Background: an optimization exercise with open tools, aiming at small area, a short achievable clock period and few clock cycles per item. Do not read the settings as production practice. RTL that was checked went through simulation tests only; none was proved equivalent to the original.

==> module ks_add, before the edit <==
module ks_add #(
   parameter int W = 17
) (
   input  logic [W-1:0] a,
   input  logic [W-1:0] b,
   input  logic         cin,
   output logic [W-1:0] s
);
   localparam int L = $clog2(W + 1);
   logic [L:0][W:0] g, p;
   always_comb begin
      g[0][0] = cin;
      p[0][0] = 1'b0;
      for (int i = 0; i < W; i++) begin
         g[0][i+1] = a[i] & b[i];
         p[0][i+1] = a[i] ^ b[i];
      end
      for (int l = 0; l < L; l++) begin
         for (int i = 0; i <= W; i++) begin
            if (i >= (1 << l)) begin
               g[l+1][i] = g[l][i] | (p[l][i] & g[l][i-(1<<l)]);
               p[l+1][i] = p[l][i] & p[l][i-(1<<l)];
            end else begin
               g[l+1][i] = g[l][i];
               p[l+1][i] = p[l][i];
            end
         end
      end
      for (int i = 0; i < W; i++) s[i] = p[0][i+1] ^ g[L][i];
   end
endmodule
==> module ks_add_hi, before the edit <==
module ks_add_hi #(
   parameter int W  = 33,
   parameter int LO = 14
) (
   input  logic [W-1:0]    a,
   input  logic [W-1:0]    b,
   output logic [W-1:LO]   s
);
   localparam int H  = W - LO;
   localparam int LL = $clog2(LO);
   localparam int LH = $clog2(H);
   logic [LL:0][LO-1:0] gl, pl;
   logic [LH:0][H-1:0]  gh, ph;
   logic                c;
   always_comb begin
      for (int i = 0; i < LO; i++) begin
         gl[0][i] = a[i] & b[i];
         pl[0][i] = a[i] ^ b[i];
      end
      for (int l = 0; l < LL; l++) begin
         for (int i = 0; i < LO; i++) begin
            if (i >= (1 << l)) begin
               gl[l+1][i] = gl[l][i] | (pl[l][i] & gl[l][i-(1<<l)]);
               pl[l+1][i] = pl[l][i] & pl[l][i-(1<<l)];
            end else begin
               gl[l+1][i] = gl[l][i];
               pl[l+1][i] = pl[l][i];
            end
         end
      end
      c = gl[LL][LO-1];
      for (int i = 0; i < H; i++) begin
         gh[0][i] = a[LO+i] & b[LO+i];
         ph[0][i] = a[LO+i] ^ b[LO+i];
      end
      for (int l = 0; l < LH; l++) begin
         for (int i = 0; i < H; i++) begin
            if (i >= (1 << l)) begin
               gh[l+1][i] = gh[l][i] | (ph[l][i] & gh[l][i-(1<<l)]);
               ph[l+1][i] = ph[l][i] & ph[l][i-(1<<l)];
            end else begin
               gh[l+1][i] = gh[l][i];
               ph[l+1][i] = ph[l][i];
            end
         end
      end
      s[LO] = ph[0][0] ^ c;
      for (int i = 1; i < H; i++)
         s[LO+i] = ph[0][i] ^ (gh[LH][i-1] | (ph[LH][i-1] & c));
   end
endmodule
clock: 7.5 ns
lec_check: 0
cap_margin: 20
core_margin: 2
core_utilization: 55
setup_slack_margin: 4.0
slew_margin: 20
tns_end_percent: 20
standard.sh (not shown) runs the stock make flow with config.mk's settings and CLKGATE_MAP_FILE= SYNTH_SCRIPT=/design/flow/synth_recipe.tcl, a recipe that flattens the netlist after the stock synthesis.
==> flow/flow/run.sh <==
#!/bin/bash
# Layout flow: the standard flow, with two changes between synthesis and floorplan/placement.
#  1. After the standard synthesis, flow/fixpol.py removes inverters around full-adder cells by
#     complementing full adders (all three inputs and both outputs) and swapping xor2/xnor2
#     cells. Registers, ports and the logic function are unchanged.
#  2. Ports are buffered with buf_4 cells instead of the default delay-buffer cells.
# Each tool's output goes to a log file of its own in this folder.
set -euo pipefail
R=orfs/results/sky130hd/ifft_butterfly_stage/base
bash standard.sh synth > log_synth.txt 2>&1
cp "$R/1_2_yosys.v" synth_standard.v
python3 flow/fixpol.py synth_standard.v "$R/1_2_yosys.v" > log_fixpol.txt 2>&1
export BUFFER_PORTS_ARGS="-buffer_cell sky130_fd_sc_hd__buf_4"
bash standard.sh finish > log_finish.txt 2>&1
Other scripts of this flow, unchanged in this note and not shown: flow/flow/fixpol.py
Change:
--- a/flow/design.v
+++ b/flow/design.v
@@ -3717,14 +3717,14 @@
    assign im_o   = im_res;
 endmodule
 module ks_add #(
-   parameter int W = 17
+   parameter int W = 17,
+   parameter int L = 5      
 ) (
    input  logic [W-1:0] a,
    input  logic [W-1:0] b,
    input  logic         cin,
    output logic [W-1:0] s
 );
-   localparam int L = $clog2(W + 1);
    logic [L:0][W:0] g, p;
    always_comb begin
       g[0][0] = cin;
@@ -3749,15 +3749,15 @@
 endmodule
 module ks_add_hi #(
    parameter int W  = 33,
-   parameter int LO = 14
+   parameter int LO = 14,
+   parameter int LL = 4,    
+   parameter int LH = 5     
 ) (
    input  logic [W-1:0]    a,
    input  logic [W-1:0]    b,
    output logic [W-1:LO]   s
 );
    localparam int H  = W - LO;
-   localparam int LL = $clog2(LO);
-   localparam int LH = $clog2(H);
    logic [LL:0][LO-1:0] gl, pl;
    logic [LH:0][H-1:0]  gh, ph;
    logic                c;
Wire length does not change.
Count of clock-buffer cells in the layout is unchanged.
Non-clock buffer count stays the same.
Hold slack stays the same.
Utilization does not change.
Worst setup slack stays the same.
First-iteration DRC count does not change.
Cell area is unchanged.
Critical path depth does not change.
Sequential share of layout area does not change.
Die area does not change.
Testbench counts after the change, summed over its fixed seeds: cycles 16,024, items 16,000.
Only the layout flow was run in the first run of this note; the RTL was not checked for function there.

[re-timing with driven ports]
How much do the figures lean on ideal ports? The routed layouts below were timed once more, with nothing changed but the port constraints. Step 1: set_driving_cell puts a clkbuf_16 on clk and a buf_2 on each other input, an assumption about the parent block. Step 2 moves the port delays by t, midway between the first and last clock arrival at a register: inputs arrive t later, outputs are due t later. That takes back most of the time a late clock gives input paths. Slacks: no drivers / after step 1 / after step 2; pairs: no drivers / after step 1.
run	t, ns	setup WS [ns]	cell pins on the clock port's net
the first run	0.674	3.679 / 3.679 / 3.371	1
the second run	0.674	3.679 / 3.679 / 3.371	1
After both steps setup and hold are still met in every run listed.
